Context: an optimization exercise on an open-source flow, tuned for small area, a short achievable clock period and few clock cycles per item. The choices shown serve that exercise and are no tape-out recipe.
No functional check of the RTL was part of any run shown here.
Power is estimated from default activity; no workload was simulated.

==> design/flow/design.v <==
package stl_pkg;
	localparam int TEXT_MAX_DEF = 256;
	localparam int RQ_DEPTH = 3;
	localparam logic [3:0] K_TEXT    = 4'd0;
	localparam logic [3:0] K_NAME    = 4'd1;
	localparam logic [3:0] K_NUMBER  = 4'd2;
	localparam logic [3:0] K_STRING  = 4'd3;
	localparam logic [3:0] K_SYMBOL  = 4'd4;
	localparam logic [3:0] K_EQ      = 4'd5;
	localparam logic [3:0] K_GE      = 4'd6;
	localparam logic [3:0] K_LE      = 4'd7;
	localparam logic [3:0] K_NEWLINE = 4'd8;
	localparam logic [3:0] K_LINE    = 4'd9;
	typedef struct packed {
		logic lf;       
		logic letter;   
		logic digit;    
		logic und;      
		logic dot;      
		logic dq;       
		logic sq;       
		logic bsl;      
		logic eq;       
		logic cmpch;    
		logic sym;      
		logic lf_sym;   
		logic rb;       
	} cls_t;
endpackage
import stl_pkg::*;
module stl_lexer #(
	parameter int TEXT_MAX = stl_pkg::TEXT_MAX_DEF
) (
	input  logic        clk,
	input  logic        arst_n,
	input  logic        in_v,
	input  logic [7:0]  in_c,
	input  logic        in_end,
	input  logic        in_nl,
	input  stl_pkg::cls_t cls,
	input  logic [2:0]  q_v,
	input  logic        num_pend,
	output logic        consume,
	output logic [1:0]  push_cnt,
	output logic [3:0]  r0_kind,
	output logic [8:0]  r0_val,
	output logic [3:0]  r1_kind,
	output logic [8:0]  r1_val,
	output logic [47:0] mant,
	output logic [3:0]  frac
);
	localparam int CNT_W = $clog2(TEXT_MAX + 1);
	localparam logic [CNT_W-1:0] CNT_MAX = CNT_W'(TEXT_MAX);
	localparam logic [47:0] MANT_MAX = {48{1'b1}};
	localparam logic [47:0] SAT_K    = 48'd28147497671065;   
	function automatic logic [47:0] mul10_add(input logic [47:0] x, input logic [3:0] d);
		logic [50:0] a, b, g, p, gg, pp, y;
		logic        cin;
		cin = d[3];
		a   = {1'b0, x, (d[3] ? 2'b11 : d[2:1])};
		b   = {3'b0, x};
		g   = a & b;
		p   = a ^ b;
		gg  = g;
		pp  = p;
		gg[0] = g[0] | (p[0] & cin);
		for (int l = 0; l < 6; l++) begin
			for (int i = 50; i >= 0; i--) begin
				if (((i >> l) & 1) == 1 && ((i >> l) << l) >= 1) begin
					gg[i] = gg[i] | (pp[i] & gg[((i >> l) << l) - 1]);
					pp[i] = pp[i] & pp[((i >> l) << l) - 1];
				end
			end
		end
		y[0] = p[0] ^ cin;
		for (int i = 1; i < 51; i++) begin
			y[i] = p[i] ^ gg[i - 1];
		end
		mul10_add = (x > SAT_K || (x == SAT_K && d[3:1] >= 3'd3)) ? MANT_MAX
			: {y[46:0], d[0]};
	endfunction
	function automatic logic [7:0] decode_escape(input logic [7:0] c);
		logic [7:0] r;
		unique case (c)
			8'h30: r = 8'h00;
			8'h62: r = 8'h08;
			8'h6E: r = 8'h0A;
			8'h72: r = 8'h0D;
			8'h74: r = 8'h09;
			default: r = c;
		endcase
		decode_escape = r;
	endfunction
	logic             m_name_q, m_int_q, m_frac_q, m_str_q, m_cmp_q;
	logic             m_name_n, m_int_n, m_frac_n, m_str_n, m_cmp_n;
	logic             m_idle;
	logic             sq_q, sq_n;      
	logic [1:0]       cmp_q, cmp_n;    
	logic             esc_q, esc_n;
	logic [47:0]      digit_q, digit_n;
	logic [3:0]       frac_q, frac_n;
	logic [CNT_W-1:0] text_q, text_n;
	logic [7:0]       c;
	logic [8:0]       cmp_val;
	logic [47:0]      digit_add;
	logic [CNT_W-1:0] text_inc;
	logic [3:0]       frac_inc;
	logic             run_idle;
	logic             ra_v, rb_v;
	logic [3:0]       ra_k, rb_k;
	logic [8:0]       ra_b, rb_b;
	logic             two, stall;
	assign c       = in_c;
	assign cmp_val = {7'b0001111, cmp_q};
	assign m_idle  = !(m_name_q || m_int_q || m_frac_q || m_str_q || m_cmp_q);
	assign mant = digit_q;
	assign frac = frac_q;
	always_comb begin
		two = (m_name_q && cls.lf_sym) || ((m_int_q || m_frac_q || m_cmp_q) && cls.rb);
		stall = q_v[2] || (q_v[1] && two) ||
			(num_pend && cls.digit && (m_idle || m_cmp_q));
		consume = in_v && !stall;
	end
	always_comb begin
		digit_add = mul10_add(digit_q, c[3:0]);
		text_inc  = (text_q < CNT_MAX) ? text_q + CNT_W'(1) : text_q;
		frac_inc  = (frac_q != 4'd15) ? frac_q + 4'd1 : frac_q;
		m_name_n = m_name_q;
		m_int_n  = m_int_q;
		m_frac_n = m_frac_q;
		m_str_n  = m_str_q;
		m_cmp_n  = m_cmp_q;
		sq_n     = sq_q;
		cmp_n    = cmp_q;
		esc_n    = esc_q;
		digit_n  = digit_q;
		frac_n   = frac_q;
		text_n   = text_q;
		run_idle = 1'b0;
		ra_v     = 1'b0;
		rb_v     = 1'b0;
		ra_k     = K_TEXT;
		ra_b     = 9'd0;
		rb_k     = K_TEXT;
		rb_b     = 9'd0;
		if (in_end) begin
			if (m_name_q) begin
				ra_v = 1'b1;
				ra_k = K_NAME;
				ra_b = 9'(text_q);
			end
			if (m_int_q || m_frac_q) begin
				ra_v = 1'b1;
				ra_k = K_NUMBER;
			end
			if (m_str_q) begin
				ra_v = 1'b1;
				ra_k = K_STRING;
				ra_b = 9'(text_q);
			end
			if (m_cmp_q) begin
				ra_v = 1'b1;
				ra_k = K_SYMBOL;
				ra_b = cmp_val;
			end
			m_name_n = 1'b0;
			m_int_n  = 1'b0;
			m_frac_n = 1'b0;
			m_str_n  = 1'b0;
			m_cmp_n  = 1'b0;
			esc_n    = 1'b0;
		end else begin
			if (m_idle) begin
				run_idle = 1'b1;
			end
			if (m_name_q) begin
				if (cls.letter || cls.digit || cls.und) begin
					text_n = text_inc;
					ra_v   = 1'b1;
					ra_k   = K_TEXT;
					ra_b   = {1'b0, c};
				end else begin
					ra_v     = 1'b1;
					ra_k     = K_NAME;
					ra_b     = 9'(text_q);
					run_idle = 1'b1;
				end
			end
			if (m_int_q) begin
				if (cls.digit) begin
					digit_n = digit_add;
				end else if (cls.dot) begin
					m_int_n  = 1'b0;
					m_frac_n = 1'b1;
				end else begin
					ra_v     = 1'b1;
					ra_k     = K_NUMBER;
					run_idle = 1'b1;
				end
			end
			if (m_frac_q) begin
				if (cls.digit) begin
					digit_n = digit_add;
					frac_n  = frac_inc;
				end else begin
					ra_v     = 1'b1;
					ra_k     = K_NUMBER;
					run_idle = 1'b1;
				end
			end
			if (m_str_q) begin
				if (esc_q) begin
					esc_n  = 1'b0;
					text_n = text_inc;
					ra_v   = 1'b1;
					ra_k   = K_TEXT;
					ra_b   = {1'b0, decode_escape(c)};
				end else if (sq_q ? cls.sq : cls.dq) begin
					ra_v    = 1'b1;
					ra_k    = K_STRING;
					ra_b    = 9'(text_q);
					m_str_n = 1'b0;
				end else if (cls.bsl) begin
					esc_n = 1'b1;
				end else begin
					text_n = text_inc;
					ra_v   = 1'b1;
					ra_k   = K_TEXT;
					ra_b   = {1'b0, c};
				end
			end
			if (m_cmp_q) begin
				m_cmp_n = 1'b0;
				ra_v    = 1'b1;
				if (cls.eq) begin
					if (cmp_q == 2'b01) begin
						ra_k = K_EQ;
					end else if (cmp_q == 2'b10) begin
						ra_k = K_GE;
					end else begin
						ra_k = K_LE;
					end
				end else begin
					ra_k     = K_SYMBOL;
					ra_b     = cmp_val;
					run_idle = 1'b1;
				end
			end
			if (run_idle) begin
				m_name_n = 1'b0;
				m_int_n  = 1'b0;
				m_frac_n = 1'b0;
				m_str_n  = 1'b0;
				m_cmp_n  = 1'b0;
				if (cls.lf) begin
					rb_v = 1'b1;
					rb_k = in_nl ? K_NEWLINE : K_LINE;
				end else if (cls.letter) begin
					m_name_n = 1'b1;
					text_n   = CNT_W'(1);
					rb_v     = 1'b1;
					rb_k     = K_TEXT;
					rb_b     = {1'b0, c};
				end else if (cls.digit) begin
					m_int_n = 1'b1;
					digit_n = {44'd0, c[3:0]};
					frac_n  = 4'd0;
				end else if (cls.dq || cls.sq) begin
					m_str_n = 1'b1;
					sq_n    = cls.sq;
					esc_n   = 1'b0;
					text_n  = '0;
				end else if (cls.cmpch) begin
					m_cmp_n = 1'b1;
					cmp_n   = c[1:0];
				end else if (cls.sym) begin
					rb_v = 1'b1;
					rb_k = K_SYMBOL;
					rb_b = {1'b0, c};
				end
			end
		end
		if (ra_v) begin
			r0_kind  = ra_k;
			r0_val   = ra_b;
			r1_kind  = rb_k;
			r1_val   = rb_b;
			push_cnt = !consume ? 2'd0 : rb_v ? 2'd2 : 2'd1;
		end else begin
			r0_kind  = rb_k;
			r0_val   = rb_b;
			r1_kind  = rb_k;
			r1_val   = rb_b;
			push_cnt = (consume && rb_v) ? 2'd1 : 2'd0;
		end
	end
	always_ff @(posedge clk or negedge arst_n) begin
		if (!arst_n) begin
			m_name_q <= 1'b0;
			m_int_q  <= 1'b0;
			m_frac_q <= 1'b0;
			m_str_q  <= 1'b0;
			m_cmp_q  <= 1'b0;
		end else if (consume) begin
			m_name_q <= m_name_n;
			m_int_q  <= m_int_n;
			m_frac_q <= m_frac_n;
			m_str_q  <= m_str_n;
			m_cmp_q  <= m_cmp_n;
		end
	end
	always_ff @(posedge clk) begin
		if (consume) begin
			sq_q    <= sq_n;
			cmp_q   <= cmp_n;
			esc_q   <= esc_n;
			digit_q <= digit_n;
			frac_q  <= frac_n;
			text_q  <= text_n;
		end
	end
endmodule
import stl_pkg::*;
module stl_res_fifo (
	input  logic        clk,
	input  logic        arst_n,
	input  logic [1:0]  push_cnt,
	input  logic [3:0]  r0_kind,
	input  logic [8:0]  r0_val,
	input  logic [3:0]  r1_kind,
	input  logic [8:0]  r1_val,
	output logic [2:0]  q_v,        
	output logic        num_pend,
	output logic        out_valid,
	input  logic        out_stall,
	output logic [3:0]  head_kind,
	output logic [8:0]  head_val,
	output logic        head_num,
	output logic        head_len,
	output logic [19:0] head_line
);
	localparam logic [19:0] LINE_MAX = {20{1'b1}};
	function automatic logic is_num(input logic [3:0] k);
		is_num = k == K_NUMBER;
	endfunction
	function automatic logic is_len(input logic [3:0] k);
		is_len = k == K_NAME || k == K_STRING;
	endfunction
	function automatic logic [2:0] rot(input logic [2:0] p);
		rot = {p[1:0], p[2]};
	endfunction
	logic [2:0]   v_q;          
	logic [2:0]   wr_q, rd_q;   
	logic [12:0]  e_q [0:2];    
	logic [19:0]  line_q;
	logic         num_q;
	logic         ov_q, hnum_q, hlen_q;
	logic         hv;           
	logic [12:0]  he;           
	logic         pop;
	logic         p1, p2;
	logic [2:0]   rd1, wr1, wr2;
	logic [2:0]   we0, we1;     
	logic         nv;           
	logic [3:0]   nk;           
	logic [3:0]   hk_s, hk_p;   
	logic         inc_s, inc_p;
	logic [19:0]  line_inc;
	assign out_valid = ov_q;
	assign head_kind = he[12:9];
	assign head_val  = he[8:0];
	assign head_num  = hnum_q;
	assign head_len  = hlen_q;
	assign head_line = line_q;
	assign num_pend  = num_q;
	always_comb begin
		q_v[0] = |v_q;
		q_v[1] = (v_q[0] && v_q[1]) || (v_q[1] && v_q[2]) || (v_q[0] && v_q[2]);
		q_v[2] = &v_q;
		hv = |(v_q & rd_q);
		he = ({13{rd_q[0]}} & e_q[0]) | ({13{rd_q[1]}} & e_q[1]) | ({13{rd_q[2]}} & e_q[2]);
		pop = hv && (!out_stall || he[12:9] == K_LINE);
		p1  = push_cnt != 2'd0;
		p2  = push_cnt == 2'd2;
		rd1 = rot(rd_q);
		wr1 = rot(wr_q);
		wr2 = rot(wr1);
		we0 = p1 ? wr_q : 3'b000;
		we1 = p2 ? wr1 : 3'b000;
		nv = |(v_q & rd1);
		nk = ({4{rd1[0]}} & e_q[0][12:9]) | ({4{rd1[1]}} & e_q[1][12:9]) |
			({4{rd1[2]}} & e_q[2][12:9]);
		hk_s  = hv ? he[12:9] : r0_kind;
		hk_p  = nv ? nk : r0_kind;
		inc_s = !hv && p1 && r0_kind[3];
		inc_p = nv ? nk[3] : (p1 && r0_kind[3]);
		line_inc = (line_q != LINE_MAX) ? line_q + 20'd1 : line_q;
	end
	always_ff @(posedge clk or negedge arst_n) begin
		if (!arst_n) begin
			v_q    <= '0;
			wr_q   <= 3'b001;
			rd_q   <= 3'b001;
			ov_q   <= 1'b0;
			line_q <= 20'd1;
			num_q  <= 1'b0;
		end else begin
			v_q  <= (v_q & ~(pop ? rd_q : 3'b000)) | we0 | we1;
			wr_q <= p2 ? wr2 : p1 ? wr1 : wr_q;
			if (pop) begin
				rd_q   <= rd1;
				ov_q   <= (nv || p1) && hk_p != K_LINE;
				line_q <= inc_p ? line_inc : line_q;
			end else begin
				ov_q   <= (hv || p1) && hk_s != K_LINE;
				line_q <= inc_s ? line_inc : line_q;
			end
			num_q <= (num_q && !(pop && he[12:9] == K_NUMBER)) ||
				(p1 && r0_kind == K_NUMBER);
		end
	end
	always_ff @(posedge clk) begin
		for (int i = 0; i < 3; i++) begin
			if (we0[i]) begin
				e_q[i] <= {r0_kind, r0_val};
			end else if (we1[i]) begin
				e_q[i] <= {r1_kind, r1_val};
			end
		end
		hnum_q <= pop ? is_num(hk_p) : is_num(hk_s);
		hlen_q <= pop ? is_len(hk_p) : is_len(hk_s);
	end
endmodule
import stl_pkg::*;
module script_token_lexer_top #(
	parameter int TEXT_MAX = stl_pkg::TEXT_MAX_DEF
) (
	input  logic              clk,
	input  logic              arst_n,
	input  logic              in_valid,
	output logic              in_stall,
	input  logic [8:0]        in_item,
	output logic              out_valid,
	input  logic              out_stall,
	output logic [92:0]       out_item,
	input  logic              cfg_valid,
	output logic              cfg_ready,
	input  logic              cfg_data
);
	function automatic stl_pkg::cls_t classify(input logic [7:0] c, input logic is_end);
		stl_pkg::cls_t k;
		logic sym;
		unique case (c)
			8'h2B, 8'h2D, 8'h2A, 8'h2F, 8'h25, 8'h2C, 8'h3B, 8'h3A,
			8'h28, 8'h29, 8'h5B, 8'h5D, 8'h7B, 8'h7D: sym = 1'b1;
			default: sym = 1'b0;
		endcase
		k.lf     = c == 8'h0A;
		k.letter = (c >= 8'h61 && c <= 8'h7A) || (c >= 8'h41 && c <= 8'h5A);
		k.digit  = c >= 8'h30 && c <= 8'h39;
		k.und    = c == 8'h5F;
		k.dot    = c == 8'h2E;
		k.dq     = c == 8'h22;
		k.sq     = c == 8'h27;
		k.bsl    = c == 8'h5C;
		k.eq     = c == 8'h3D;
		k.cmpch  = c == 8'h3D || c == 8'h3C || c == 8'h3E;
		k.sym    = sym;
		k.lf_sym = k.lf || sym;
		k.rb     = k.lf || k.letter || sym;
		classify = is_end ? '0 : k;
	endfunction
	logic        nl_en_q;
	logic        in_v_q;
	logic [7:0]  in_c_q;
	logic        in_end_q;
	logic        in_nl_q;
	stl_pkg::cls_t in_cls_q;
	logic        accept;
	logic        consume;
	logic [2:0]  q_v;
	logic        num_pend;
	logic [1:0]  push_cnt;
	logic [3:0]  r0_kind, r1_kind;
	logic [8:0]  r0_val, r1_val;
	logic [47:0] mant;
	logic [3:0]  frac;
	logic [3:0]  head_kind;
	logic [8:0]  head_val;
	logic [19:0] head_line;
	logic        is_num, is_len;
	assign cfg_ready = 1'b1;
	assign in_stall  = in_v_q && !consume;
	assign accept    = in_valid && !in_stall;
	always_ff @(posedge clk or negedge arst_n) begin
		if (!arst_n) begin
			nl_en_q <= 1'b0;
			in_v_q  <= 1'b0;
		end else begin
			if (cfg_valid) begin
				nl_en_q <= cfg_data;
			end
			in_v_q <= accept || (in_v_q && !consume);
		end
	end
	always_ff @(posedge clk) begin
		if (accept) begin
			in_c_q   <= in_item[8:1];
			in_end_q <= in_item[0];
			in_nl_q  <= nl_en_q;
			in_cls_q <= classify(in_item[8:1], in_item[0]);
		end
	end
	stl_lexer #(
		.TEXT_MAX(TEXT_MAX)
	) u_lexer (
		.clk      (clk),
		.arst_n   (arst_n),
		.in_v     (in_v_q),
		.in_c     (in_c_q),
		.in_end   (in_end_q),
		.in_nl    (in_nl_q),
		.cls      (in_cls_q),
		.q_v      (q_v),
		.num_pend (num_pend),
		.consume  (consume),
		.push_cnt (push_cnt),
		.r0_kind  (r0_kind),
		.r0_val   (r0_val),
		.r1_kind  (r1_kind),
		.r1_val   (r1_val),
		.mant     (mant),
		.frac     (frac)
	);
	stl_res_fifo u_fifo (
		.clk      (clk),
		.arst_n   (arst_n),
		.push_cnt (push_cnt),
		.r0_kind  (r0_kind),
		.r0_val   (r0_val),
		.r1_kind  (r1_kind),
		.r1_val   (r1_val),
		.q_v      (q_v),
		.num_pend (num_pend),
		.out_valid(out_valid),
		.out_stall(out_stall),
		.head_kind(head_kind),
		.head_val (head_val),
		.head_num (is_num),
		.head_len (is_len),
		.head_line(head_line)
	);
	assign out_item = {head_kind, is_len ? 8'd0 : head_val[7:0],
		is_num ? mant : 48'd0, is_num ? frac : 4'd0,
		is_len ? head_val : 9'd0, head_line};
endmodule
==> design/flow/run.sh <==
#!/bin/bash
# synth_recipe.tcl (not shown) runs the flow's synth.tcl, then flattens the netlist and writes it again
# the make line also repeats each setting of config.mk as NAME=value (left out here)
make -C /OpenROAD-flow-scripts/flow DESIGN_CONFIG=/design/flow/config.mk WORK_HOME=/design/flow/orfs CLKGATE_MAP_FILE= SYNTH_SCRIPT=/design/flow/synth_recipe.tcl finish
==> design/flow/config.mk <==
export PLATFORM = sky130hd
export DESIGN_NAME = script_token_lexer_top
export DESIGN_NICKNAME = script_token_lexer_top
export VERILOG_FILES = /design/flow/design.v
export SDC_FILE = /design/flow/constraint.sdc
export NUM_CORES = 4
export LEC_CHECK = 0
export CAP_MARGIN = 20
export CORE_MARGIN = 2
export CORE_UTILIZATION = 65
export CTS_BUF_LIST = sky130_fd_sc_hd__clkbuf_4 sky130_fd_sc_hd__clkbuf_8
export SLEW_MARGIN = 20
==> design/flow/constraint.sdc <==
create_clock -name core_clock -period 5.0 [get_ports {clk}]
set_input_delay 1.0000 -clock core_clock [delete_from_list [all_inputs] [get_ports {clk}]]
set_output_delay 1.0000 -clock core_clock [all_outputs]
set_load 0.01 [all_outputs]
==> results of run 1 <==
-- final cells by class --
| class | count | area (µm²) | area share, % |
|---|---|---|---|
| Sequential cell | 167 | 4810 | 37.3 |
| Inverter | 45 | 169 | 1.31 |
| Timing Repair Buffer | 120 | 1170 | 9.07 |
| Clock buffer | 17 | 234 | 1.82 |
| Multi-Input combinational cell | 920 | 6030 | 46.8 |
| Clock inverter | 15 | 198 | 1.53 |
| Tap cell | 225 | 282 | 2.18 |
-- kinds of logic (layout without fill, tap and decap cells) --
logic type	after synthesis	after routing	synth area share [%]
xor+xnor	59	59	4.60
compound gates	359	359	21.5
flops	167	167	42.8
simple gates	433	433	19.7
other cells	1	1	0.0334
mux	13	13	1.26
buf+inv	101	197	3.59
fa+ha+maj	55	55	6.51
-- layer usage --
layer / track usage (%) / part of all wire, %
met1: 44.9 / 45
met3: 4.64 / 7.4
met2: 50.4 / 47
met4: 7.64 / 1.2
met5: 0 / 0
-- final timing paths --
kind                            from             endpoint  depth (start not counted)
min                          nl_en_q              in_nl_q                          0
min in group asynchronous     arst_n       u_fifo.rd_q[1]                          1
max                        in_c_q[3]  u_lexer.digit_q[46]                         15
min reg2reg                  nl_en_q              in_nl_q                          0
max reg2reg                in_c_q[3]  u_lexer.digit_q[46]                         15
max in group asynchronous     arst_n    u_fifo.line_q[18]                          1
-- power by group through the flow --
stage / clock network, mW / logic [mW] / registers (mW)
after detailed placement: 0 / 2.86 / 2.47
after floorplan: 0 / 2.25 / 2.27
final: 1.04 / 2.92 / 2.46
after CTS: 1.05 / 2.89 / 2.44
after global routing: 1.09 / 3.25 / 2.50
after global placement: 0 / 2.79 / 2.46
-- metrics by stage --
stage / hold WS (ns) / utilization (%) / power, mW / area (µm²) / instances
floorplan: 0.421 / - / 4.52 / 11200 / 1188
global placement: 0.434 / 72.8 / 5.25 / 12500 / 1477
finish: 0.452 / 75.3 / 6.42 / 12900 / 1509
global route: 0.481 / 75.3 / 6.85 / 12900 / 1509
CTS: 0.456 / 75.3 / 6.38 / 12900 / 1509
detailed placement: 0.431 / 72.8 / 5.33 / 12500 / 1477
-- registers in the layout, summed over array words and instances, names as in the netlist, 2 cells and up --
register         count
in_c_q               8
in_cls_q            13
u_fifo.e_q          39
u_fifo.line_q       20
u_fifo.rd_q          3
u_fifo.v_q           3
u_fifo.wr_q          3
u_lexer.cmp_q        2
u_lexer.digit_q     48
u_lexer.frac_q       4
u_lexer.text_q       9
-- cell usage after synthesis, types with 12 or more instances --
cell type and instances:
a21o_1 19, a21oi_1 76, xor2_1 25, and3_1 15
a31oi_1 21, o21ai_0 99, ha_1 48, nand4_1 13
nand3_1 35, nor2b_1 20, a222oi_1 20, and2_1 67
nand2b_1 12, clkbuf_1 41, inv_1 44, o211ai_1 15
dfrtp_1 35, edfxtp_1 127, xnor2_1 34, nor2_1 100
nor3_1 23, nand2_1 103
==> impl_metrics.csv, run 1 <==
group,metric,value,unit
run_status,status,"timing/DRC/antenna clean",
timing,finalCritPeriodShare,77.4,%
timing,postLayoutSetupSlackWorst,1.13,ns
worst_setup_path,crit_chain,"nor2_1 -> inv_1 -> ha_1 -> a21oi_1 -> fa_1 -> nor2b_1 -> o2111ai_1 -> a211oi_1 -> buf_4 -> o211ai_1 -> a211oi_1 -> o211ai_1 -> a21oi_1 -> o211ai_1 -> o211a_1",
synth,syn_inst,1188,
pwr,switchingPower,2.80,mW
layout,fillers,1300,
pwr,p_seq_share,38.3,%
cts,cts_htree_levels,4,
pwr,pwr-share-clk,16.2,%
drt,drtPass1Iterations,6,
run,max-cap-violations,0,
placement,dp_slack,1.29,ns
cts,cts_tree,"done",
placement,gp_congestion,0.947,
timing,max_freq,259,MHz
synth,yosys.area.top_type,"edfxtp_1",
timing,min_period,3.87,ns
timing,fin_tns_setup,0,ns
die,die_h,135,µm
synth,synth_edf_count,127,
worst_setup_path,crit_fanout,14,
synth,yosys_warnings,4,
drt,wl,28.1,mm
pwr,power_frac_comb,45.4,%
worst_setup_path,crit_arrival,4.10,ns
worst_setup_path,setup.worst_path.class,"flip-flop to flip-flop",
pwr,netSwitchingFraction,43.7,%
worst_setup_path,cp_slowest_cell,"edfxtp_1",
worst_setup_path,cp.required,5.23,ns
synth,synth_nets,1257,
synth,syn_area_per_cell,9.45,µm²
drt,wire_per_inst,18.6,µm
global_route,grt_pass1_vias,9050,
cts,cts-root-buf,"clkbuf_8",
timing,grt_setup_unrepaired,"no",
placement,dp_hpwl,19.7,mm
drt,vias,9735,
die,num_rows,48,
layout,layout_commonest_cell,"edfxtp_1",
synth,ys_ff_latch,167,
cts,ctsHoldBuffers,0,
timing,slew_headroom,28.8,%
synth,async_reset_ff_share,22.8,%
synth,synth-seq-area-share,42.8,%
worst_setup_path,path_delay_family,"compound AO/OA/AOI/OAI gates",
min_path,hold_class,"flip-flop to flip-flop",
layout,layout-drive-gt1-share,5.61,%
worst_setup_path,cpMostUsedCell,"o211ai_1",
die,start_util,65.6,%
synth,synth_top_cell_area_share,34.0,%
layout,num_antenna_cells,0,
drt,viasPerCell,6.45,
worst_setup_path,start_kind,"flip-flop",
worst_setup_path,end_kind,"flip-flop",
global_route,antenna_found_initial,0,
die,fp.dieW,135,µm
timing,setup_viol,0,
worst_setup_path,r2r_slack,1.13,ns
worst_setup_path,slowest_delay,0.66,ns
cts,cts_sinks,167,
cts,clk_pin_slew,0.10,ns
timing,fin_skew,0.0168,ns
synth,synthTopCellsByArea,"edfxtp_1, dfrtp_1, ha_1",
synth,synthFlopType,"edfxtp_1",
cts,insertion_delay,0.48,ns
die,ios,111,
synth,synth_cell_type_count,87,
layout,finalNetCount,1340,
die,fp.coreArea,0.0171,mm²
cts,cts_inserted_buffers,17,
global_route,gr-total-overflow,0,
cts,cts.repair.resized,0,
timing,hold_viol,0,
pwr,p_int,3.61,mW
synth,synthesis.area,0.0112,mm²
global_route,gr-usage-all-layers,31.2,%
drt,drt-initial-drc-count,1043,
drt,final_antenna_net_count,0,
die,dieArea,0.0183,mm²
global_route,grt_pass1_wl,45.7,mm
pwr,leakagePower,4.88,nW
layout,layout_common_cells,"edfxtp_1, clkdlybuf4s50_1, nand2_1, o21ai_0, nor2_1",
cts,postCtsSetupBuffers,0,
timing,worst_slew_pin_slew,1.07,ns
pwr,powerDensity,498,mW/mm²
global_route,grt_max_degree,63,
cts,cts_max_path_buffers,2,
placement,port_buffers,109,
timing,slew_viol_final,0,
drt,drc_errors,0,
worst_setup_path,crit_buf_inv,2,
pwr,worst_ir_drop_vdd,0.254,mV
layout,area_growth,14.8,%
==> inputs of run 2 (changes only) <==
--- a/design/flow/design.v
+++ b/design/flow/design.v
@@ -38,8 +38,11 @@
 	input  logic        in_end,
 	input  logic        in_nl,
 	input  stl_pkg::cls_t cls,
-	input  logic [2:0]  q_v,
-	input  logic        num_pend,
+	input  logic        stall_q,
+	input  logic [2:0]  q_v_nx,
+	input  logic        num_nx,
+	input  stl_pkg::cls_t cls_nx,
+	output logic        stall_nx,
 	output logic        consume,
 	output logic [1:0]  push_cnt,
 	output logic [3:0]  r0_kind,
@@ -94,9 +97,9 @@
 	logic             m_name_q, m_int_q, m_frac_q, m_str_q, m_cmp_q;
 	logic             m_name_n, m_int_n, m_frac_n, m_str_n, m_cmp_n;
 	logic             m_idle;
-	logic             sq_q, sq_n;      
-	logic [1:0]       cmp_q, cmp_n;    
-	logic             esc_q, esc_n;
+	logic             sq_q;            
+	logic [1:0]       cmp_q;           
+	logic             esc_q;
 	logic [47:0]      digit_q, digit_n;
 	logic [3:0]       frac_q, frac_n;
 	logic [CNT_W-1:0] text_q, text_n;
@@ -109,17 +112,24 @@
 	logic             ra_v, rb_v;
 	logic [3:0]       ra_k, rb_k;
 	logic [8:0]       ra_b, rb_b;
-	logic             two, stall;
+	logic             two;
 	assign c       = in_c;
 	assign cmp_val = {7'b0001111, cmp_q};
 	assign m_idle  = !(m_name_q || m_int_q || m_frac_q || m_str_q || m_cmp_q);
 	assign mant = digit_q;
 	assign frac = frac_q;
+	logic m_name_x, m_int_x, m_frac_x, m_str_x, m_cmp_x, m_idle_x;
 	always_comb begin
-		two = (m_name_q && cls.lf_sym) || ((m_int_q || m_frac_q || m_cmp_q) && cls.rb);
-		stall = q_v[2] || (q_v[1] && two) ||
-			(num_pend && cls.digit && (m_idle || m_cmp_q));
-		consume = in_v && !stall;
+		consume  = in_v && !stall_q;
+		m_name_x = consume ? m_name_n : m_name_q;
+		m_int_x  = consume ? m_int_n  : m_int_q;
+		m_frac_x = consume ? m_frac_n : m_frac_q;
+		m_str_x  = consume ? m_str_n  : m_str_q;
+		m_cmp_x  = consume ? m_cmp_n  : m_cmp_q;
+		m_idle_x = !(m_name_x || m_int_x || m_frac_x || m_str_x || m_cmp_x);
+		two = (m_name_x && cls_nx.lf_sym) || ((m_int_x || m_frac_x || m_cmp_x) && cls_nx.rb);
+		stall_nx = q_v_nx[2] || (q_v_nx[1] && two) ||
+			(num_nx && cls_nx.digit && (m_idle_x || m_cmp_x));
 	end
 	always_comb begin
 		digit_add = mul10_add(digit_q, c[3:0]);
@@ -130,9 +140,6 @@
 		m_frac_n = m_frac_q;
 		m_str_n  = m_str_q;
 		m_cmp_n  = m_cmp_q;
-		sq_n     = sq_q;
-		cmp_n    = cmp_q;
-		esc_n    = esc_q;
 		digit_n  = digit_q;
 		frac_n   = frac_q;
 		text_n   = text_q;
@@ -168,7 +175,6 @@
 			m_frac_n = 1'b0;
 			m_str_n  = 1'b0;
 			m_cmp_n  = 1'b0;
-			esc_n    = 1'b0;
 		end else begin
 			if (m_idle) begin
 				run_idle = 1'b1;
@@ -210,7 +216,6 @@
 			end
 			if (m_str_q) begin
 				if (esc_q) begin
-					esc_n  = 1'b0;
 					text_n = text_inc;
 					ra_v   = 1'b1;
 					ra_k   = K_TEXT;
@@ -221,7 +226,6 @@
 					ra_b    = 9'(text_q);
 					m_str_n = 1'b0;
 				end else if (cls.bsl) begin
-					esc_n = 1'b1;
 				end else begin
 					text_n = text_inc;
 					ra_v   = 1'b1;
@@ -267,12 +271,9 @@
 					frac_n  = 4'd0;
 				end else if (cls.dq || cls.sq) begin
 					m_str_n = 1'b1;
-					sq_n    = cls.sq;
-					esc_n   = 1'b0;
 					text_n  = '0;
 				end else if (cls.cmpch) begin
 					m_cmp_n = 1'b1;
-					cmp_n   = c[1:0];
 				end else if (cls.sym) begin
 					rb_v = 1'b1;
 					rb_k = K_SYMBOL;
@@ -310,10 +311,18 @@
 		end
 	end
 	always_ff @(posedge clk) begin
+		if (consume && (cls.dq || cls.sq) && !m_str_q) begin
+			sq_q <= cls.sq;
+		end
+		if (consume && cls.cmpch) begin
+			cmp_q <= c[1:0];
+		end
+		if (consume) begin
+			esc_q <= m_str_q && !esc_q && cls.bsl;
+		end
+	end
+	always_ff @(posedge clk) begin
 		if (consume) begin
-			sq_q    <= sq_n;
-			cmp_q   <= cmp_n;
-			esc_q   <= esc_n;
 			digit_q <= digit_n;
 			frac_q  <= frac_n;
 			text_q  <= text_n;
@@ -329,8 +338,10 @@
 	input  logic [8:0]  r0_val,
 	input  logic [3:0]  r1_kind,
 	input  logic [8:0]  r1_val,
-	output logic [2:0]  q_v,        
+	output logic [2:0]  q_v,
 	output logic        num_pend,
+	output logic [2:0]  q_v_nx,
+	output logic        num_nx,
 	output logic        out_valid,
 	input  logic        out_stall,
 	output logic [3:0]  head_kind,
@@ -346,86 +357,76 @@
 	function automatic logic is_len(input logic [3:0] k);
 		is_len = k == K_NAME || k == K_STRING;
 	endfunction
-	function automatic logic [2:0] rot(input logic [2:0] p);
-		rot = {p[1:0], p[2]};
-	endfunction
-	logic [2:0]   v_q;          
-	logic [2:0]   wr_q, rd_q;   
+	logic [2:0]   v_q;
 	logic [12:0]  e_q [0:2];    
 	logic [19:0]  line_q;
 	logic         num_q;
 	logic         ov_q, hnum_q, hlen_q;
-	logic         hv;           
-	logic [12:0]  he;           
 	logic         pop;
-	logic         p1, p2;
-	logic [2:0]   rd1, wr1, wr2;
-	logic [2:0]   we0, we1;     
-	logic         nv;           
-	logic [3:0]   nk;           
+	logic         p1, p2;       
+	logic [12:0]  r0, r1;
+	logic [2:0]   v_s, v_p;     
+	logic [12:0]  e_s [0:2];
+	logic [12:0]  e_p [0:2];
 	logic [3:0]   hk_s, hk_p;   
 	logic         inc_s, inc_p;
 	logic [19:0]  line_inc;
 	assign out_valid = ov_q;
-	assign head_kind = he[12:9];
-	assign head_val  = he[8:0];
+	assign pop       = v_q[0] && (!out_stall || e_q[0][12:9] == K_LINE);
+	assign head_kind = e_q[0][12:9];
+	assign head_val  = e_q[0][8:0];
 	assign head_num  = hnum_q;
 	assign head_len  = hlen_q;
 	assign head_line = line_q;
 	assign num_pend  = num_q;
+	assign q_v       = v_q;
 	always_comb begin
-		q_v[0] = |v_q;
-		q_v[1] = (v_q[0] && v_q[1]) || (v_q[1] && v_q[2]) || (v_q[0] && v_q[2]);
-		q_v[2] = &v_q;
-		hv = |(v_q & rd_q);
-		he = ({13{rd_q[0]}} & e_q[0]) | ({13{rd_q[1]}} & e_q[1]) | ({13{rd_q[2]}} & e_q[2]);
-		pop = hv && (!out_stall || he[12:9] == K_LINE);
-		p1  = push_cnt != 2'd0;
-		p2  = push_cnt == 2'd2;
-		rd1 = rot(rd_q);
-		wr1 = rot(wr_q);
-		wr2 = rot(wr1);
-		we0 = p1 ? wr_q : 3'b000;
-		we1 = p2 ? wr1 : 3'b000;
-		nv = |(v_q & rd1);
-		nk = ({4{rd1[0]}} & e_q[0][12:9]) | ({4{rd1[1]}} & e_q[1][12:9]) |
-			({4{rd1[2]}} & e_q[2][12:9]);
-		hk_s  = hv ? he[12:9] : r0_kind;
-		hk_p  = nv ? nk : r0_kind;
-		inc_s = !hv && p1 && r0_kind[3];
-		inc_p = nv ? nk[3] : (p1 && r0_kind[3]);
+		p1 = push_cnt != 2'd0;
+		p2 = push_cnt == 2'd2;
+		r0 = {r0_kind, r0_val};
+		r1 = {r1_kind, r1_val};
+		v_s[0] = v_q[0] || p1;
+		v_s[1] = v_q[1] || (v_q[0] && p1) || p2;
+		v_s[2] = v_q[2] || (v_q[1] && p1) || (v_q[0] && p2);
+		e_s[0] = v_q[0] ? e_q[0] : r0;
+		e_s[1] = v_q[1] ? e_q[1] : (v_q[0] ? r0 : r1);
+		e_s[2] = v_q[2] ? e_q[2] : (v_q[1] ? r0 : r1);
+		v_p[0] = v_q[1] || p1;
+		v_p[1] = v_q[2] || (v_q[1] && p1) || p2;
+		v_p[2] = (v_q[2] && p1) || (v_q[1] && p2);
+		e_p[0] = v_q[1] ? e_q[1] : r0;
+		e_p[1] = v_q[2] ? e_q[2] : (v_q[1] ? r0 : r1);
+		e_p[2] = v_q[2] ? r0 : r1;
+		hk_s  = e_s[0][12:9];
+		hk_p  = e_p[0][12:9];
+		inc_s = !v_q[0] && p1 && r0_kind[3];
+		inc_p = v_q[1] ? e_q[1][12] : (p1 && r0_kind[3]);
 		line_inc = (line_q != LINE_MAX) ? line_q + 20'd1 : line_q;
+		q_v_nx = pop ? v_p : v_s;
+		num_nx = (num_q && !(pop && e_q[0][12:9] == K_NUMBER)) ||
+			(p1 && r0_kind == K_NUMBER);
 	end
 	always_ff @(posedge clk or negedge arst_n) begin
 		if (!arst_n) begin
 			v_q    <= '0;
-			wr_q   <= 3'b001;
-			rd_q   <= 3'b001;
 			ov_q   <= 1'b0;
 			line_q <= 20'd1;
 			num_q  <= 1'b0;
 		end else begin
-			v_q  <= (v_q & ~(pop ? rd_q : 3'b000)) | we0 | we1;
-			wr_q <= p2 ? wr2 : p1 ? wr1 : wr_q;
+			v_q <= q_v_nx;
 			if (pop) begin
-				rd_q   <= rd1;
-				ov_q   <= (nv || p1) && hk_p != K_LINE;
+				ov_q   <= v_p[0] && hk_p != K_LINE;
 				line_q <= inc_p ? line_inc : line_q;
 			end else begin
-				ov_q   <= (hv || p1) && hk_s != K_LINE;
+				ov_q   <= v_s[0] && hk_s != K_LINE;
 				line_q <= inc_s ? line_inc : line_q;
 			end
-			num_q <= (num_q && !(pop && he[12:9] == K_NUMBER)) ||
-				(p1 && r0_kind == K_NUMBER);
+			num_q <= num_nx;
 		end
 	end
 	always_ff @(posedge clk) begin
 		for (int i = 0; i < 3; i++) begin
-			if (we0[i]) begin
-				e_q[i] <= {r0_kind, r0_val};
-			end else if (we1[i]) begin
-				e_q[i] <= {r1_kind, r1_val};
-			end
+			e_q[i] <= pop ? e_p[i] : e_s[i];
 		end
 		hnum_q <= pop ? is_num(hk_p) : is_num(hk_s);
 		hlen_q <= pop ? is_len(hk_p) : is_len(hk_s);
@@ -478,6 +479,10 @@
 	stl_pkg::cls_t in_cls_q;
 	logic        accept;
 	logic        consume;
+	logic        stall_q, in_stall_q, stall_nx, in_v_nx;
+	logic [2:0]  q_v_nx;
+	logic        num_nx;
+	stl_pkg::cls_t cls_nx;
 	logic [2:0]  q_v;
 	logic        num_pend;
 	logic [1:0]  push_cnt;
@@ -490,17 +495,23 @@
 	logic [19:0] head_line;
 	logic        is_num, is_len;
 	assign cfg_ready = 1'b1;
-	assign in_stall  = in_v_q && !consume;
+	assign in_stall  = in_stall_q;
 	assign accept    = in_valid && !in_stall;
+	assign in_v_nx   = accept || (in_v_q && !consume);
+	assign cls_nx    = accept ? classify(in_item[8:1], in_item[0]) : in_cls_q;
 	always_ff @(posedge clk or negedge arst_n) begin
 		if (!arst_n) begin
-			nl_en_q <= 1'b0;
-			in_v_q  <= 1'b0;
+			nl_en_q    <= 1'b0;
+			in_v_q     <= 1'b0;
+			stall_q    <= 1'b0;
+			in_stall_q <= 1'b0;
 		end else begin
 			if (cfg_valid) begin
 				nl_en_q <= cfg_data;
 			end
-			in_v_q <= accept || (in_v_q && !consume);
+			in_v_q     <= in_v_nx;
+			stall_q    <= stall_nx;
+			in_stall_q <= in_v_nx && stall_nx;
 		end
 	end
 	always_ff @(posedge clk) begin
@@ -508,7 +519,7 @@
 			in_c_q   <= in_item[8:1];
 			in_end_q <= in_item[0];
 			in_nl_q  <= nl_en_q;
-			in_cls_q <= classify(in_item[8:1], in_item[0]);
+			in_cls_q <= cls_nx;
 		end
 	end
 	stl_lexer #(
@@ -521,8 +532,11 @@
 		.in_end   (in_end_q),
 		.in_nl    (in_nl_q),
 		.cls      (in_cls_q),
-		.q_v      (q_v),
-		.num_pend (num_pend),
+		.stall_q  (stall_q),
+		.q_v_nx   (q_v_nx),
+		.num_nx   (num_nx),
+		.cls_nx   (cls_nx),
+		.stall_nx (stall_nx),
 		.consume  (consume),
 		.push_cnt (push_cnt),
 		.r0_kind  (r0_kind),
@@ -542,6 +556,8 @@
 		.r1_val   (r1_val),
 		.q_v      (q_v),
 		.num_pend (num_pend),
+		.q_v_nx   (q_v_nx),
+		.num_nx   (num_nx),
 		.out_valid(out_valid),
 		.out_stall(out_stall),
 		.head_kind(head_kind),
==> design/flow/flow/run.sh (new file) <==
#!/bin/bash
# Layout flow: the standard flow, with the port buffers that placement
# inserts made plain buffers (sky130_fd_sc_hd__buf_2) instead of the
# delay cells buffer_ports picks by default. Everything else is the
# standard flow (standard.sh), synthesis included.
set -e
cp standard.sh standard_sh_copy.txt
export BUFFER_PORTS_ARGS="-buffer_cell sky130_fd_sc_hd__buf_2"
bash standard.sh > standard.log 2>&1
==> design/flow/standard.sh (new file) <==
#!/bin/bash
# synth_recipe.tcl (not shown) runs the flow's synth.tcl, then flattens the netlist and writes it again
# the make line also repeats each setting of config.mk as NAME=value (left out here)
make -C /OpenROAD-flow-scripts/flow DESIGN_CONFIG=/design/flow/config.mk WORK_HOME=/design/flow/orfs CLKGATE_MAP_FILE= SYNTH_SCRIPT=/design/flow/synth_recipe.tcl "${@:-finish}"
--- a/design/flow/config.mk
+++ b/design/flow/config.mk
@@ -9,4 +9,5 @@
 export CORE_MARGIN = 2
 export CORE_UTILIZATION = 65
 export CTS_BUF_LIST = sky130_fd_sc_hd__clkbuf_4 sky130_fd_sc_hd__clkbuf_8
+export SETUP_SLACK_MARGIN = 1.5
 export SLEW_MARGIN = 20
removed: design/flow/run.sh
==> impl_metrics.csv, run 2 <==
group,metric,value,unit
synth,synthFlopType,"edfxtp_1",
synth,muxShareOfSynthArea,1.49,%
run,max-cap-violations,0,
cts,cts_inserted_buffers,17,
drt,wl_met1,13.3,mm
drt,met2_wirelength,13.5,mm
pwr,leakagePower,5.20,nW
global_route,gr-usage-all-layers,32.1,%
synth,synth-seq-area-share,39.4,%
synth,synth_fa_ha_area_share,6.26,%
cts,cts_sinks,163,
pwr,powerDensity,547,mW/mm²
worst_setup_path,start_kind,"flip-flop",
timing,slew_headroom,37.1,%
placement,dp_hpwl,20.6,mm
global_route,gr-total-overflow,0,
timing,fin_tns_setup,0,ns
synth,synth_top_family_by_area,"compound AO/OA/AOI/OAI gates",
layout,num_antenna_cells,0,
min_path,min_path_cells,0,
synth,ys_ff_latch,163,
worst_setup_path,critPathLaunch,"u_lexer.m_name_q",
synth,synth_common_cells,"a21oi_1, nand2_1, edfxtp_1",
placement,dp_slack,0.916,ns
drt,drc_errors,0,
worst_setup_path,reg2reg_depth,9,
placement,gp_congestion,0.989,
timing,max_freq,294,MHz
timing,setup_viol,0,
synth,synth-compound-area-share,22.5,%
die,start_util,66.5,%
layout,finalNetCount,1449,
synth,synth-simple-area-share,21.4,%
drt,viasPerCell,6.51,
layout,largest_reg_flops,48,
timing,fin_skew,0.0181,ns
layout,layout_commonest_cell,"a21oi_1",
cts,cts_tree,"done",
global_route,grt_pass1_vias,9423,
timing,min_period,3.40,ns
synth,syn_area_per_cell,8.90,µm²
die,fp.coreArea,0.0173,mm²
timing,worst_slew_pin_slew,0.943,ns
global_route,antenna_found_initial,0,
synth,synth_top_cell_area_share,28.7,%
min_path,hold_class,"flip-flop to flip-flop",
min_path,hp-start,"nl_en_q",
timing,finalCritPeriodShare,68.1,%
layout,largestRegisters,"u_lexer.digit_q: 48 flops, u_fifo.e_q: 39 flops, u_fifo.line_q: 20 flops",
layout,fin_cells,1618,
worst_setup_path,cp.required,5.39,ns
layout,top_register,"u_lexer.digit_q",
layout,multi_input_comb_area,0.00659,mm²
synth,synthesis.area,0.0115,mm²
cts,cts_htree_levels,4,
drt,final_antenna_net_count,0,
timing,grt_setup_unrepaired,"yes",
drt,drt-initial-drc-count,1399,
layout,seqCellArea,0.00454,mm²
cts,insertion_delay,0.47,ns
placement,post-place-cells,1571,
synth,yosys_warnings,6,
synth,synthXorXnorAreaFrac,4.86,%
synth,syn_inst,1292,
pwr,worst_ir_drop_vdd,0.359,mV
worst_setup_path,crit_arrival,3.79,ns
die,num_rows,48,
cts,cts-root-buf,"clkbuf_8",
drt,route.met3.wl,2.77,mm
die,fp.dieW,137,µm
cts,clk_pin_slew,0.09,ns
placement,port_buffers,109,
global_route,grt_max_degree,67,
cts,ctsHoldBuffers,0,
synth,yosys.area.top_type,"edfxtp_1",
timing,hold_viol,0,
layout,layout-drive-gt1-share,16.1,%
layout,fin_util,73.9,%
synth,synth.most_common_cell,"a21oi_1",
worst_setup_path,crit_fanout,16,
global_route,grt_pass1_wl,48.1,mm
drt,wire_per_inst,18.6,µm
die,dieArea,0.0188,mm²
worst_setup_path,setup.worst_path.class,"flip-flop to flip-flop",
cts,cts_max_path_buffers,2,
worst_setup_path,end_kind,"flip-flop",
worst_setup_path,reg2reg_from,"u_lexer.m_name_q",
synth,synth_edf_count,110,
drt,wl,30.1,mm
layout,fillers,1311,
synth,async_reset_ff_share,20.9,%
drt,vias,10538,
die,ios,111,
synth,synthTopCellsByArea,"edfxtp_1, dfrtp_1, a21oi_1",
timing,slew_viol_final,0,
die,die_h,137,µm
layout,area_growth,11.1,%
layout,layout_common_cells,"a21oi_1, nand2_1, edfxtp_1, buf_2",
synth,synth_nets,1361,
run_status,status,"timing/DRC/antenna clean",
drt,drtPass1Iterations,6,
timing,postLayoutSetupSlackWorst,1.60,ns
drt,routed.top_layer,"met4",
synth,synth_cell_type_count,96,
## run 2: cell type report
class	instances	share of cell area (%)
well taps	225	2.20
flip-flops and latches	163	35.5
clock inverters	13	1.44
clock buffers	19	1.95
repair buffers	140	6.09
multi-input cells	1015	51.6
inverters	43	1.26
## run 2: path summary, 6_finish.rpt
check / slack, ns / to
min: 0.47 / in_nl_q
min reg2reg: 0.47 / in_nl_q
max reg2reg: 1.60 / u_fifo.line_q[13]
min in group asynchronous: 0.61 / in_stall_q
max: 1.60 / u_fifo.line_q[13]
max in group asynchronous: 3.82 / u_lexer.m_str_q
## run 2: through the flow
stage	hold WS, ns	total power [mW]	cell area (µm²)
2_1_floorplan	0.421	4.84	11500
3_3_place_gp	0.426	5.66	12200
3_5_place_dp	0.451	5.74	12200
4_1_cts	0.473	6.86	12700
5_1_grt	0.475	7.46	12800
6_report	0.470	6.99	12800
## run 2: power by group
group | internal (mW) | switching, mW
clock | 0.555 | 0.511
combinational | 1.39 | 2.16
sequential | 1.97 | 0.405
## run 2: cell families (layout without fill, tap and decap cells)
logic type,Yosys count,count (layout)
simple gates,479,479
compound gates,402,402
flops,163,163
buf+inv,114,215
xor+xnor,63,63
fa+ha+maj,54,54
mux,16,16
other cells,1,1
## run 2: worst max-delay path, stage by stage (launching register included)
cell,delay [ns]
dfrtp_1,0.63
or4_4,0.65
o211a_4,0.28
nand2_1,0.21
a32o_1,0.34
a31o_1,0.29
o31a_4,0.21
and4_1,0.37
and3_4,0.24
xor2_2,0.12
## run 2: what timing repair did
| item | in CTS | in global routing |
|---|---|---|
| pin swaps | 2 | 3 |
| setup endpoints to repair | 20 | 28 |
| gates resized for setup | 4 | 9 |
| buffers inserted | 8 | 7 |
## run 2: per-layer routing
layer,up-vias,track usage [%]
met5,-,0
met4,0,9.62
met3,61,5.11
met2,566,49.0
met1,4957,47.2
li1,4954,-

[static timing again, ports no longer ideal]
No port has a modelled driver above. Below, the same layouts with a new extraction and two added sets of constraints.
Step 1: set_driving_cell puts a clkbuf_16 on clk and a buf_2 on each other input, an assumption about the parent block.
Step 2 times the ports against the registers' clock, not the clock port: input delays grow and output delays shrink by t, the midpoint of the rising clock arrivals with the driver on.
a / b / c = ideal ports / drivers / drivers and shift; a / b = the first two.
run	shift t [ns]	setup slack, ns	hold WS [ns]	latest minus earliest clock arrival (ns)
run 1	0.514	1.132 / 1.132 / 1.132	0.452 / 0.452 / 0.452	0.017 / 0.017
run 2	0.497	1.595 / 1.595 / 1.595	0.470 / 0.470 / 0.470	0.019 / 0.020
After both steps setup and hold are still met in every run listed.
